From an optimization exercise on the open Yosys and OpenROAD flow, aimed at small area, a short achievable clock period and few clock cycles per item; shortcuts taken in it are not production practice. Only simulation tests tie the RTL to the original design; equivalence was not proved. Power figures rest on the tool's default switching activity, not on a simulated workload.

[run.sh]
#!/bin/bash
# synth_recipe.tcl (not shown) runs the flow's synth.tcl, then flattens the netlist and writes it again
# the make line also repeats each setting of config.mk as NAME=value (left out here)
make -C /OpenROAD-flow-scripts/flow DESIGN_CONFIG=/design/flow/config.mk WORK_HOME=/design/flow/orfs CLKGATE_MAP_FILE= SYNTH_SCRIPT=/design/flow/synth_recipe.tcl finish
[config.mk]
export PLATFORM = sky130hd
export DESIGN_NAME = triangle_tangent_frame
export DESIGN_NICKNAME = triangle_tangent_frame
export VERILOG_FILES = /design/flow/design.v
export SDC_FILE = /design/flow/constraint.sdc
export NUM_CORES = 4
export LEC_CHECK = 0
export CAP_MARGIN = 20
export CORE_MARGIN = 2
export CORE_UTILIZATION = 40
export SLEW_MARGIN = 20
[constraint.sdc]
create_clock -name core_clock -period 11.0 [get_ports {clock}]
set_input_delay 2.2000 -clock core_clock [delete_from_list [all_inputs] [get_ports {clock}]]
set_output_delay 2.2000 -clock core_clock [all_outputs]
set_load 0.01 [all_outputs]
[design.v]
package ttf_pkg;
   localparam int DW = 33;
   localparam int AW = 67;
   localparam int NORM_BITS = 30;
   localparam int Q_SHIFT = 14;
   localparam int QW = 16;
   localparam int RW = 34;
   localparam int ROOT_IN_W = 62;
   localparam int ROOT_W = 31;
   localparam int NUM_W = 45;
   localparam int SQRT_STEPS = 31;
   localparam int DIV_STEPS = 16;
   localparam logic [1:0] MAC_LOAD = 2'd0;
   localparam logic [1:0] MAC_ADD  = 2'd1;
   localparam logic [1:0] MAC_SUB  = 2'd2;
endpackage
import ttf_pkg::*;
module ttf_mac (
   input  logic                              clock,
   input  logic                              reset,
   input  logic                              cmd_valid,
   input  logic [1:0]                        cmd_op,
   input  logic signed [ttf_pkg::DW-1:0]     op_a,
   input  logic signed [ttf_pkg::DW-1:0]     op_b,
   output logic signed [ttf_pkg::AW-1:0]     acc
);
   logic signed [2*DW-1:0] prod_ff, prod_in;
   logic                   pv_ff, pv_in;
   logic [1:0]             pop_ff, pop_in;
   logic signed [AW-1:0]   acc_ff, acc_in;
   logic signed [AW-1:0]   prod_ext;
   always_comb begin
      prod_in = op_a * op_b;
      pv_in   = cmd_valid;
      pop_in  = cmd_op;
   end
   always_comb begin
      prod_ext = AW'(prod_ff);
      acc_in   = acc_ff;
      if (pv_ff) begin
         case (pop_ff)
            MAC_LOAD: acc_in = prod_ext;
            MAC_ADD:  acc_in = acc_ff + prod_ext;
            MAC_SUB:  acc_in = acc_ff - prod_ext;
            default:  acc_in = acc_ff;
         endcase
      end
   end
   always_ff @(posedge clock) begin
      if (reset) begin
         pv_ff <= 1'b0;
      end else begin
         pv_ff <= pv_in;
      end
   end
   always_ff @(posedge clock) begin
      prod_ff <= prod_in;
      pop_ff  <= pop_in;
      acc_ff  <= acc_in;
   end
   assign acc = acc_ff;
endmodule
import ttf_pkg::*;
module ttf_rdu (
   input  logic                              clock,
   input  logic                              reset,
   input  logic                              cmd_start,
   input  logic                              cmd_is_div,
   input  logic [ttf_pkg::ROOT_IN_W-1:0]     num,
   input  logic [ttf_pkg::ROOT_W-1:0]        den,
   output logic                              done,
   output logic [ttf_pkg::ROOT_W-1:0]        result
);
   logic                 busy_ff, busy_in;
   logic                 done_ff, done_in;
   logic                 div_ff, div_in;
   logic [4:0]           cnt_ff, cnt_in;
   logic [ROOT_IN_W-1:0] x_ff, x_in;
   logic [RW-1:0]        rem_ff, rem_in;
   logic [ROOT_W-1:0]    root_ff, root_in;
   logic [ROOT_W-1:0]    den_ff, den_in;
   logic [RW-1:0]        rem_sh, trial;
   logic [RW:0]          diff;
   logic                 ge;
   always_comb begin
      rem_sh = div_ff ? {rem_ff[RW-2:0], x_ff[ROOT_IN_W-1]}
                      : {rem_ff[RW-3:0], x_ff[ROOT_IN_W-1 -: 2]};
      trial  = div_ff ? RW'(den_ff) : RW'({root_ff, 2'b01});
      diff   = {1'b0, rem_sh} - {1'b0, trial};
      ge     = ~diff[RW];
   end
   always_comb begin
      busy_in = busy_ff;
      done_in = 1'b0;
      div_in  = div_ff;
      cnt_in  = cnt_ff;
      x_in    = x_ff;
      rem_in  = rem_ff;
      root_in = root_ff;
      den_in  = den_ff;
      if (cmd_start) begin
         busy_in = 1'b1;
         div_in  = cmd_is_div;
         den_in  = den;
         root_in = '0;
         if (cmd_is_div) begin
            x_in   = {num[DIV_STEPS-1:0], (ROOT_IN_W-DIV_STEPS)'(0)};
            rem_in = RW'(num[NUM_W-1:DIV_STEPS]);
            cnt_in = 5'(DIV_STEPS - 1);
         end else begin
            x_in   = num;
            rem_in = '0;
            cnt_in = 5'(SQRT_STEPS - 1);
         end
      end else if (busy_ff) begin
         rem_in  = ge ? diff[RW-1:0] : rem_sh;
         root_in = {root_ff[ROOT_W-2:0], ge};
         x_in    = div_ff ? (x_ff << 1) : (x_ff << 2);
         cnt_in  = cnt_ff - 5'd1;
         if (cnt_ff == 5'd0) begin
            busy_in = 1'b0;
            done_in = 1'b1;
         end
      end
   end
   always_ff @(posedge clock) begin
      if (reset) begin
         busy_ff <= 1'b0;
         done_ff <= 1'b0;
      end else begin
         busy_ff <= busy_in;
         done_ff <= done_in;
      end
   end
   always_ff @(posedge clock) begin
      div_ff  <= div_in;
      cnt_ff  <= cnt_in;
      x_ff    <= x_in;
      rem_ff  <= rem_in;
      root_ff <= root_in;
      den_ff  <= den_in;
   end
   assign done   = done_ff;
   assign result = root_ff;
endmodule
import ttf_pkg::*;
module triangle_tangent_frame (
   input  logic        clock,
   input  logic        reset,
   input  logic        req_valid,
   output logic        req_ready,
   input  logic [31:0] req_pos_x,
   input  logic [31:0] req_pos_y,
   input  logic [31:0] req_pos_z,
   input  logic [31:0] req_tex_u,
   input  logic [31:0] req_tex_v,
   output logic        rsp_valid,
   input  logic        rsp_ready,
   output logic [15:0] rsp_tangent_x,
   output logic [15:0] rsp_tangent_y,
   output logic [15:0] rsp_tangent_z,
   output logic [15:0] rsp_bitan_x,
   output logic [15:0] rsp_bitan_y,
   output logic [15:0] rsp_bitan_z,
   output logic [1:0]  rsp_vertex_slot,
   output logic        rsp_degenerate,
   output logic        rsp_last_of_triangle
);
   localparam logic [7:0] ST_IDLE = 8'b00000001;
   localparam logic [7:0] ST_MUL  = 8'b00000010;
   localparam logic [7:0] ST_LOAD = 8'b00000100;
   localparam logic [7:0] ST_NORM = 8'b00001000;
   localparam logic [7:0] ST_SQ   = 8'b00010000;
   localparam logic [7:0] ST_ROOT = 8'b00100000;
   localparam logic [7:0] ST_DIV  = 8'b01000000;
   localparam logic [7:0] ST_OUT  = 8'b10000000;
   logic [7:0]           state_ff, state_in;
   logic [1:0]           corner_ff, corner_in;
   logic [3:0]           cnt_ff, cnt_in;
   logic                 vec_ff, vec_in;
   logic [1:0]           comp_ff, comp_in;
   logic                 run_ff, run_in;
   logic [1:0]           slot_ff, slot_in;
   logic                 degen_ff, degen_in;
   logic [5:0][31:0]     held_pos_ff, held_pos_in;
   logic [3:0][31:0]     held_tex_ff, held_tex_in;
   logic [2:0][DW-1:0]   e0_ff, e0_in;
   logic [2:0][DW-1:0]   e1_ff, e1_in;
   logic signed [DW-1:0] du0_ff, du0_in, dv0_ff, dv0_in;
   logic signed [DW-1:0] du1_ff, du1_in, dv1_ff, dv1_in;
   logic [6:0][AW-1:0]   res_ff, res_in;
   logic [2:0][AW-1:0]   m_ff, m_in;
   logic [2:0]           neg_ff, neg_in;
   logic [ROOT_W-1:0]    n_ff, n_in;
   logic [5:0][QW-1:0]   outv_ff, outv_in;
   logic                 mac_cmd_valid;
   logic [1:0]           mac_cmd_op;
   logic signed [DW-1:0] mac_a, mac_b;
   logic signed [AW-1:0] mac_acc;
   logic                 rdu_cmd_start;
   logic                 rdu_cmd_is_div;
   logic [ROOT_IN_W-1:0] rdu_num;
   logic [ROOT_W-1:0]    rdu_den;
   logic                 rdu_done;
   logic [ROOT_W-1:0]    rdu_result;
   logic                 req_fire;
   logic [AW-1:0]        w_or;
   logic signed [AW-1:0] csel;
   logic [NUM_W-1:0]     numer;
   logic [QW-1:0]        q;
   logic [2:0]           cap_idx;
   logic [2:0]           out_idx;
   ttf_mac u_mac (
      .clock (clock),
      .reset (reset),
      .cmd_valid (mac_cmd_valid),
      .cmd_op    (mac_cmd_op),
      .op_a  (mac_a),
      .op_b  (mac_b),
      .acc   (mac_acc)
   );
   ttf_rdu u_rdu (
      .clock  (clock),
      .reset  (reset),
      .cmd_start  (rdu_cmd_start),
      .cmd_is_div (rdu_cmd_is_div),
      .num    (rdu_num),
      .den    (rdu_den),
      .done   (rdu_done),
      .result (rdu_result)
   );
   assign req_ready = (state_ff == ST_IDLE);
   assign rsp_valid = (state_ff == ST_OUT);
   assign req_fire  = req_valid && req_ready;
   always_comb begin
      state_in  = state_ff;
      corner_in = corner_ff;
      cnt_in    = cnt_ff;
      vec_in    = vec_ff;
      comp_in   = comp_ff;
      run_in    = run_ff;
      slot_in   = slot_ff;
      degen_in  = degen_ff;
      held_pos_in = held_pos_ff;
      held_tex_in = held_tex_ff;
      e0_in  = e0_ff;
      e1_in  = e1_ff;
      du0_in = du0_ff;
      dv0_in = dv0_ff;
      du1_in = du1_ff;
      dv1_in = dv1_ff;
      res_in  = res_ff;
      m_in    = m_ff;
      neg_in  = neg_ff;
      n_in    = n_ff;
      outv_in = outv_ff;
      mac_cmd_valid = 1'b0;
      mac_cmd_op    = MAC_LOAD;
      mac_a   = '0;
      mac_b   = '0;
      rdu_cmd_start  = 1'b0;
      rdu_cmd_is_div = 1'b0;
      rdu_den = n_ff;
      numer   = NUM_W'({m_ff[comp_ff][NORM_BITS-1:0], Q_SHIFT'(0)}) + NUM_W'(n_ff >> 1);
      rdu_num = ROOT_IN_W'(numer);
      q       = rdu_result[QW-1:0];
      w_or    = m_ff[0] | m_ff[1] | m_ff[2];
      cap_idx = 3'((cnt_ff - 4'd3) >> 1);
      out_idx = (vec_ff ? 3'd3 : 3'd0) + 3'(comp_ff);
      csel    = '0;
      case (state_ff)
         ST_IDLE: begin
            if (req_fire) begin
               if (corner_ff == 2'd0) begin
                  held_pos_in[0] = req_pos_x;
                  held_pos_in[1] = req_pos_y;
                  held_pos_in[2] = req_pos_z;
                  held_tex_in[0] = req_tex_u;
                  held_tex_in[1] = req_tex_v;
                  corner_in = 2'd1;
               end else if (corner_ff == 2'd1) begin
                  held_pos_in[3] = req_pos_x;
                  held_pos_in[4] = req_pos_y;
                  held_pos_in[5] = req_pos_z;
                  held_tex_in[2] = req_tex_u;
                  held_tex_in[3] = req_tex_v;
                  corner_in = 2'd2;
               end else begin
                  e0_in[0] = {held_pos_ff[3][31], held_pos_ff[3]}
                           - {held_pos_ff[0][31], held_pos_ff[0]};
                  e0_in[1] = {held_pos_ff[4][31], held_pos_ff[4]}
                           - {held_pos_ff[1][31], held_pos_ff[1]};
                  e0_in[2] = {held_pos_ff[5][31], held_pos_ff[5]}
                           - {held_pos_ff[2][31], held_pos_ff[2]};
                  e1_in[0] = {req_pos_x[31], req_pos_x}
                           - {held_pos_ff[0][31], held_pos_ff[0]};
                  e1_in[1] = {req_pos_y[31], req_pos_y}
                           - {held_pos_ff[1][31], held_pos_ff[1]};
                  e1_in[2] = {req_pos_z[31], req_pos_z}
                           - {held_pos_ff[2][31], held_pos_ff[2]};
                  du0_in = {held_tex_ff[2][31], held_tex_ff[2]}
                         - {held_tex_ff[0][31], held_tex_ff[0]};
                  dv0_in = {held_tex_ff[3][31], held_tex_ff[3]}
                         - {held_tex_ff[1][31], held_tex_ff[1]};
                  du1_in = {req_tex_u[31], req_tex_u}
                         - {held_tex_ff[0][31], held_tex_ff[0]};
                  dv1_in = {req_tex_v[31], req_tex_v}
                         - {held_tex_ff[1][31], held_tex_ff[1]};
                  corner_in = 2'd0;
                  cnt_in    = '0;
                  state_in  = ST_MUL;
               end
            end
         end
         ST_MUL: begin
            cnt_in = cnt_ff + 4'd1;
            mac_cmd_valid = (cnt_ff < 4'd14);
            mac_cmd_op    = cnt_ff[0] ? MAC_SUB : MAC_LOAD;
            case (cnt_ff)
               4'd0:  begin mac_a = du0_ff; mac_b = dv1_ff;   end
               4'd1:  begin mac_a = dv0_ff; mac_b = du1_ff;   end
               4'd2:  begin mac_a = dv1_ff; mac_b = e0_ff[0]; end
               4'd3:  begin mac_a = dv0_ff; mac_b = e1_ff[0]; end
               4'd4:  begin mac_a = dv1_ff; mac_b = e0_ff[1]; end
               4'd5:  begin mac_a = dv0_ff; mac_b = e1_ff[1]; end
               4'd6:  begin mac_a = dv1_ff; mac_b = e0_ff[2]; end
               4'd7:  begin mac_a = dv0_ff; mac_b = e1_ff[2]; end
               4'd8:  begin mac_a = du0_ff; mac_b = e1_ff[0]; end
               4'd9:  begin mac_a = du1_ff; mac_b = e0_ff[0]; end
               4'd10: begin mac_a = du0_ff; mac_b = e1_ff[1]; end
               4'd11: begin mac_a = du1_ff; mac_b = e0_ff[1]; end
               4'd12: begin mac_a = du0_ff; mac_b = e1_ff[2]; end
               4'd13: begin mac_a = du1_ff; mac_b = e0_ff[2]; end
               default: begin mac_a = '0; mac_b = '0; end
            endcase
            if (cnt_ff[0] && cnt_ff >= 4'd3) begin
               res_in[cap_idx] = mac_acc;
            end
            if (cnt_ff == 4'd15) begin
               if (res_ff[0] == '0) begin
                  degen_in = 1'b1;
                  for (int i = 0; i < 6; i++) outv_in[i] = '0;
                  slot_in  = '0;
                  state_in = ST_OUT;
               end else begin
                  degen_in = 1'b0;
                  vec_in   = 1'b0;
                  state_in = ST_LOAD;
               end
            end
         end
         ST_LOAD: begin
            for (int i = 0; i < 3; i++) begin
               csel = vec_ff ? res_ff[4+i] : res_ff[1+i];
               m_in[i]   = csel[AW-1] ? (~csel + 1'b1) : csel;
               neg_in[i] = csel[AW-1] ^ res_ff[0][AW-1];
            end
            state_in = ST_NORM;
         end
         ST_NORM: begin
            if (w_or == '0) begin
               for (int i = 0; i < 3; i++) begin
                  outv_in[(vec_ff ? 3 : 0) + i] = '0;
               end
               if (!vec_ff) begin
                  vec_in   = 1'b1;
                  state_in = ST_LOAD;
               end else begin
                  slot_in  = '0;
                  state_in = ST_OUT;
               end
            end else if (|w_or[AW-1:NORM_BITS]) begin
               for (int i = 0; i < 3; i++) m_in[i] = m_ff[i] >> 1;
            end else if (!w_or[NORM_BITS-1]) begin
               for (int i = 0; i < 3; i++) m_in[i] = m_ff[i] << 1;
            end else begin
               cnt_in   = '0;
               state_in = ST_SQ;
            end
         end
         ST_SQ: begin
            cnt_in = cnt_ff + 4'd1;
            mac_cmd_valid = (cnt_ff < 4'd3);
            mac_cmd_op    = (cnt_ff == 4'd0) ? MAC_LOAD : MAC_ADD;
            case (cnt_ff)
               4'd0:    mac_a = DW'(m_ff[0][NORM_BITS-1:0]);
               4'd1:    mac_a = DW'(m_ff[1][NORM_BITS-1:0]);
               4'd2:    mac_a = DW'(m_ff[2][NORM_BITS-1:0]);
               default: mac_a = '0;
            endcase
            mac_b = mac_a;
            if (cnt_ff == 4'd4) begin
               rdu_cmd_start  = 1'b1;
               rdu_cmd_is_div = 1'b0;
               rdu_num  = mac_acc[ROOT_IN_W-1:0];
               state_in = ST_ROOT;
            end
         end
         ST_ROOT: begin
            if (rdu_done) begin
               n_in     = rdu_result;
               comp_in  = '0;
               run_in   = 1'b0;
               state_in = ST_DIV;
            end
         end
         ST_DIV: begin
            if (!run_ff) begin
               rdu_cmd_start  = 1'b1;
               rdu_cmd_is_div = 1'b1;
               run_in  = 1'b1;
            end else if (rdu_done) begin
               outv_in[out_idx] = neg_ff[comp_ff] ? (~q + 1'b1) : q;
               run_in = 1'b0;
               if (comp_ff == 2'd2) begin
                  if (!vec_ff) begin
                     vec_in   = 1'b1;
                     state_in = ST_LOAD;
                  end else begin
                     slot_in  = '0;
                     state_in = ST_OUT;
                  end
               end else begin
                  comp_in = comp_ff + 2'd1;
               end
            end
         end
         ST_OUT: begin
            if (rsp_ready) begin
               slot_in = slot_ff + 2'd1;
               if (slot_ff == 2'd2) begin
                  state_in = ST_IDLE;
               end
            end
         end
         default: begin
            state_in = ST_IDLE;
         end
      endcase
   end
   always_ff @(posedge clock) begin
      if (reset) begin
         state_ff  <= ST_IDLE;
         corner_ff <= '0;
         slot_ff   <= '0;
         run_ff    <= 1'b0;
      end else begin
         state_ff  <= state_in;
         corner_ff <= corner_in;
         slot_ff   <= slot_in;
         run_ff    <= run_in;
      end
   end
   always_ff @(posedge clock) begin
      cnt_ff      <= cnt_in;
      vec_ff      <= vec_in;
      comp_ff     <= comp_in;
      degen_ff    <= degen_in;
      held_pos_ff <= held_pos_in;
      held_tex_ff <= held_tex_in;
      e0_ff       <= e0_in;
      e1_ff       <= e1_in;
      du0_ff      <= du0_in;
      dv0_ff      <= dv0_in;
      du1_ff      <= du1_in;
      dv1_ff      <= dv1_in;
      res_ff      <= res_in;
      m_ff        <= m_in;
      neg_ff      <= neg_in;
      n_ff        <= n_in;
      outv_ff     <= outv_in;
   end
   assign rsp_tangent_x        = outv_ff[0];
   assign rsp_tangent_y        = outv_ff[1];
   assign rsp_tangent_z        = outv_ff[2];
   assign rsp_bitan_x          = outv_ff[3];
   assign rsp_bitan_y          = outv_ff[4];
   assign rsp_bitan_z          = outv_ff[5];
   assign rsp_vertex_slot      = slot_ff;
   assign rsp_degenerate       = degen_ff;
   assign rsp_last_of_triangle = (slot_ff == 2'd2);
endmodule
==> summary.txt <==
- CP startpoint: cnt_ff[3]
- Share of cells above drive strength 1: 7.631%
- Reg2Reg Depth: 33
- Slew margin rel.: 20.36%
- Dpl cells: 17903
- Max-Cap Viols: 0
- Post-route design area: 154700 sq um
- Post-synth EDFFs: 1657
- Asr flop ratio synth: 0%
- Die area: 352800 sq um
- Ports: about 270
- Final HPWL DP: 352600 um
- Pwr Density: approximately 170 nW/um^2
- DR WL/cell: 25.32 um
- Synth cell types: 103
- Mean area per synthesized cell: 10.41 sq um
- Dominant synthesized flop cell: edfxtp_1
- CTS tree: yes
- Total GRT Usage: 25.64%
- Die H: approximately 600 um
- Net count, final: 15527
- CP required: between 10 and 15 ns
- Min Hold Slack: 0.4241 ns
- Crit. End Element: flop
- Final Critical Period: 10.61 ns
- Worst hold path type: flop to flop
- DP Area: 148100 sq um
- LEAKAGE: between 60 and 70 nW
- Filler cell count in the final layout: 32649
- Number of global-route vias before repair: just over 100k
- Setup tns final: 0 ns
- Initial antenna violation count: 29
- Fin. Hold Viols: 0
- Clk sink count: 1772
- Post-route insts no fill: 18272
- R2R Path Start: cnt_ff[3]
- CP max-delay cell: edfxtp_1
- Crit-path most repeated cell: fa_1
- Synth Instances: 13369
- CP max stage delay: 0.68 ns
- Critical path class: flop to flop
- Critical Path Fanout Max: 18
- Seq/Total Area, Yosys: 37.40%
- Tcrit/Tclk final: 96.48%
- Slew @ Worst Pin: 1.195 ns
- Largest net degree at the start of global routing: 174
- Global-route wire length before repair: 681900 um
- DR pass1 iterations: 10
- Hold path cells: 0
- Core Area: 346200 sq um
- WP data arrival: 11.38 ns
- Place WS: -0.09027 ns
- Clock transition at path regs: roughly 0.07 ns
- Initial core utilization: 40.21%
- CTS buffer count: 198
- YS warnings: 3
- Hold wc startpoint: n_ff[0]
- Pins Over Slew Limit: 0
- Vias/cell: 5.724
- Root buf cell: clkbuf_16
- Placer Congestion: 0.9798
- Mapped cell area: 139200 sq um
- Register bit total from synthesis: 1772
- H-tree levels: 4
- Final setup fails: 0
- Latest clock arrival within the worst-skew pair: 0.90 ns
- DRT iter0 DRCs: roughly 11000
- Longest Clk Path Bufs: 4
- Worst setup margin: 0.3874 ns
- DRC errors left: 0
- Post-Route Skew: 0.09438 ns
- Post-route ant nets: 0
- Outcome: no timing/DRC/antenna violations
- Post-Route WL: 462600 um
- F_max: 94.23 MHz
- I/O Buffers: around 270
- Final Core Density: 44.68%
- Via count of the routed design: 104590
- VDD IR-drop max: 337.7 uV
- Die W: 593.9 um
- Total power: 25.64 mW
- Worst Setup Start Kind: flop
- Syn Nets: between 15000 and 20000
- Area growth syn-to-layout: 11.11%
- FP Rows: 216
- GR Overflow Total: 0
-- where the power goes --
group,internal (mW),leakage (nW),total [mW],switching [mW]
Combinational,3.81,44.2,10.0,6.24
Clock,3.91,3.13,6.79,2.87
Sequential,8.55,16.1,8.81,0.260
-- final cells by class --
class                      instances  area (sq um)  area share, %
tap                             4578          5728          3.703
clock buffer                     241          5231          3.382
clock inverter                   111          1171         0.7571
antenna                           13         32.53        0.02103
inverter                        1550          5824          3.766
sequential                      1772         52060          33.66
timing repair buffer             549          5145          3.326
multi-input combinational       9458         79480          51.39
-- worst paths after layout --
path / to / slack [ns]
worst max-delay path: u_mac.prod_ff[64] / 0.39
worst min-delay path: u_rdu.den_ff[0] / 0.42
worst max register to register: u_mac.prod_ff[64] / 0.39
worst min register to register: u_rdu.den_ff[0] / 0.42
-- state kept, by name (all words and copies together) (netlist names), 33 cells and up --
| signal | flops |
|---|---|
| u_rdu.x_ff | 62 |
| held_pos_ff | 192 |
| u_rdu.rem_ff | 33 |
| du1_ff | 33 |
| dv1_ff | 33 |
| du0_ff | 33 |
| e1_ff | 99 |
| dv0_ff | 33 |
| res_ff | 469 |
| e0_ff | 99 |
| u_mac.prod_ff | 66 |
| m_ff | 201 |
| outv_ff | 96 |
| u_mac.acc_ff | 67 |
| held_tex_ff | 128 |
-- cell usage in the layout, fill, tap and decap left out, types with 60 or more instances in the layout --
| cell | Yosys | layout |
|---|---|---|
| edfxtp_1 | 1657 | 1657 |
| inv_1 | 1547 | 1545 |
| nand2_1 | 1461 | 1450 |
| fa_1 | 1159 | 1157 |
| nor2_1 | 957 | 946 |
| ha_1 | 675 | 673 |
| a21oi_1 | 625 | 614 |
| o21ai_0 | 591 | 589 |
| xnor2_1 | 438 | 438 |
| mux2i_1 | 399 | 395 |
| mux2_2 | 324 | 324 |
| a22o_1 | 300 | 300 |
| clkdlybuf4s50_1 | 0 | 265 |
| xor2_1 | 257 | 257 |
| buf_4 | 6 | 252 |
| a21o_1 | 227 | 226 |
| clkbuf_16 | 0 | 202 |
| nor3_1 | 184 | 179 |
| nand3_1 | 163 | 156 |
| nand2b_1 | 149 | 148 |
| o21ai_1 | 126 | 120 |
| dfxtp_1 | 115 | 114 |
| a222oi_1 | 105 | 105 |
| nor4_1 | 98 | 96 |
| o21a_1 | 92 | 92 |
| nor2b_1 | 93 | 89 |
| a31oi_1 | 74 | 74 |
| a211oi_1 | 76 | 74 |
| and3_1 | 73 | 72 |
| or3_1 | 68 | 66 |
| o21bai_1 | 66 | 66 |
| nand4_1 | 63 | 63 |
| a22oi_1 | 61 | 60 |
| and2_1 | 61 | 60 |
-- kinds of logic after synthesis --
group / count (synthesis) / synth area share, %
flip-flops: 1772 / 37.40
AND/OR/NAND/NOR: 3501 / 11.28
XOR/XNOR: 695 / 4.373
AO/OA/AOI/OAI: 2704 / 12.86
adder cells (fa/ha/maj): 1834 / 22.73
multiplexers: 723 / 5.490
buffers and inverters: 2140 / 5.862
-- worst max-delay path: cells and delay by family (launching register included) --
family,cells,cell delay (ns)
AOI/OAI and AO/OA,12,3.21
buffers and inverters,6,0.84
DFF,1,0.68
xor gates and xnor gates,1,0.13
adders and majority gates,9,4.49
and+or+nand+nor,5,1.10
-- timing repair --
item	CTS	global route
hold buffers	0	0
endpoints found under the hold margin	0	0
resized for setup	1	35
pin swaps	0	6
setup buffers	0	2
cloned	0	1
endpoints found under the setup margin	3	12
-- synthesized netlist by cell type (all sizes together) (61+ instances only) --
cell / number / area [sq um]
a211oi: 76 / 570.6
a21o: 227 / 1704
a21oi: 625 / 3128
a222oi: 105 / 1051
a22o: 300 / 2628
a22oi: 61 / 457.9
a31oi: 74 / 462.9
and2: 63 / 394.1
and3: 74 / 468.0
buf: 120 / 576.8
clkbuf: 470 / 1765
dfxtp: 115 / 2302
edfxtp: 1657 / 49760
fa: 1159 / 23200
ha: 675 / 8446
inv: 1549 / 5814
mux2: 324 / 3649
mux2i: 399 / 3994
nand2: 1462 / 5490
nand2b: 149 / 932.1
nand3: 164 / 825.8
nand4: 64 / 406.6
nor2: 961 / 3617
nor2b: 93 / 581.8
nor3: 185 / 930.9
nor4: 104 / 714.4
o21a: 92 / 690.7
o21ai: 717 / 3588
o21bai: 66 / 495.5
or3: 68 / 425.4
xnor2: 438 / 3836
xor2: 257 / 2251
-- metal layers --
| layer | global-route usage, % | vias to the layer above | wire length, um |
|---|---|---|---|
| met1 | 34.88 | 52375 | 194000 |
| met5 | 0 | - | 26 |
| met3 | 4.001 | 818 | 36870 |
| li1 | - | 46925 | - |
| met2 | 40.79 | 4468 | 210400 |
| met4 | 10.50 | 4 | 21360 |
Testbench counts, summed over its fixed seeds: cycles 56,287, triangles 256.

[afterwards: timing with drivers on the ports]
The results above use ideal ports. As a check the final layout listed here was re-extracted and re-timed, cells and wires unchanged. Step 1, drivers: a clkbuf_16 drives clock and a buf_2 each remaining input, both assumed. Step 2 moves the port delays by t, midway between the first and last clock arrival at a register: inputs arrive t later, outputs are due t later. That takes back most of the time a late clock gives input paths. a / b / c = ideal / step 1 / step 2; a / b = the first two.
t, ns: 0.971
slack for setup (ns): 0.387 / 0.387 / 0.387
hold WS [ns]: 0.424 / 0.424 / 0.424
worst setup path at the end: register to register
slew at the worst register clock pin (ns): 0.07 / 0.07
After both steps this run still meets setup and hold. For this run, drivers alone change the setup slack by 0.000 ns; drivers and shift together by 0.000 ns.
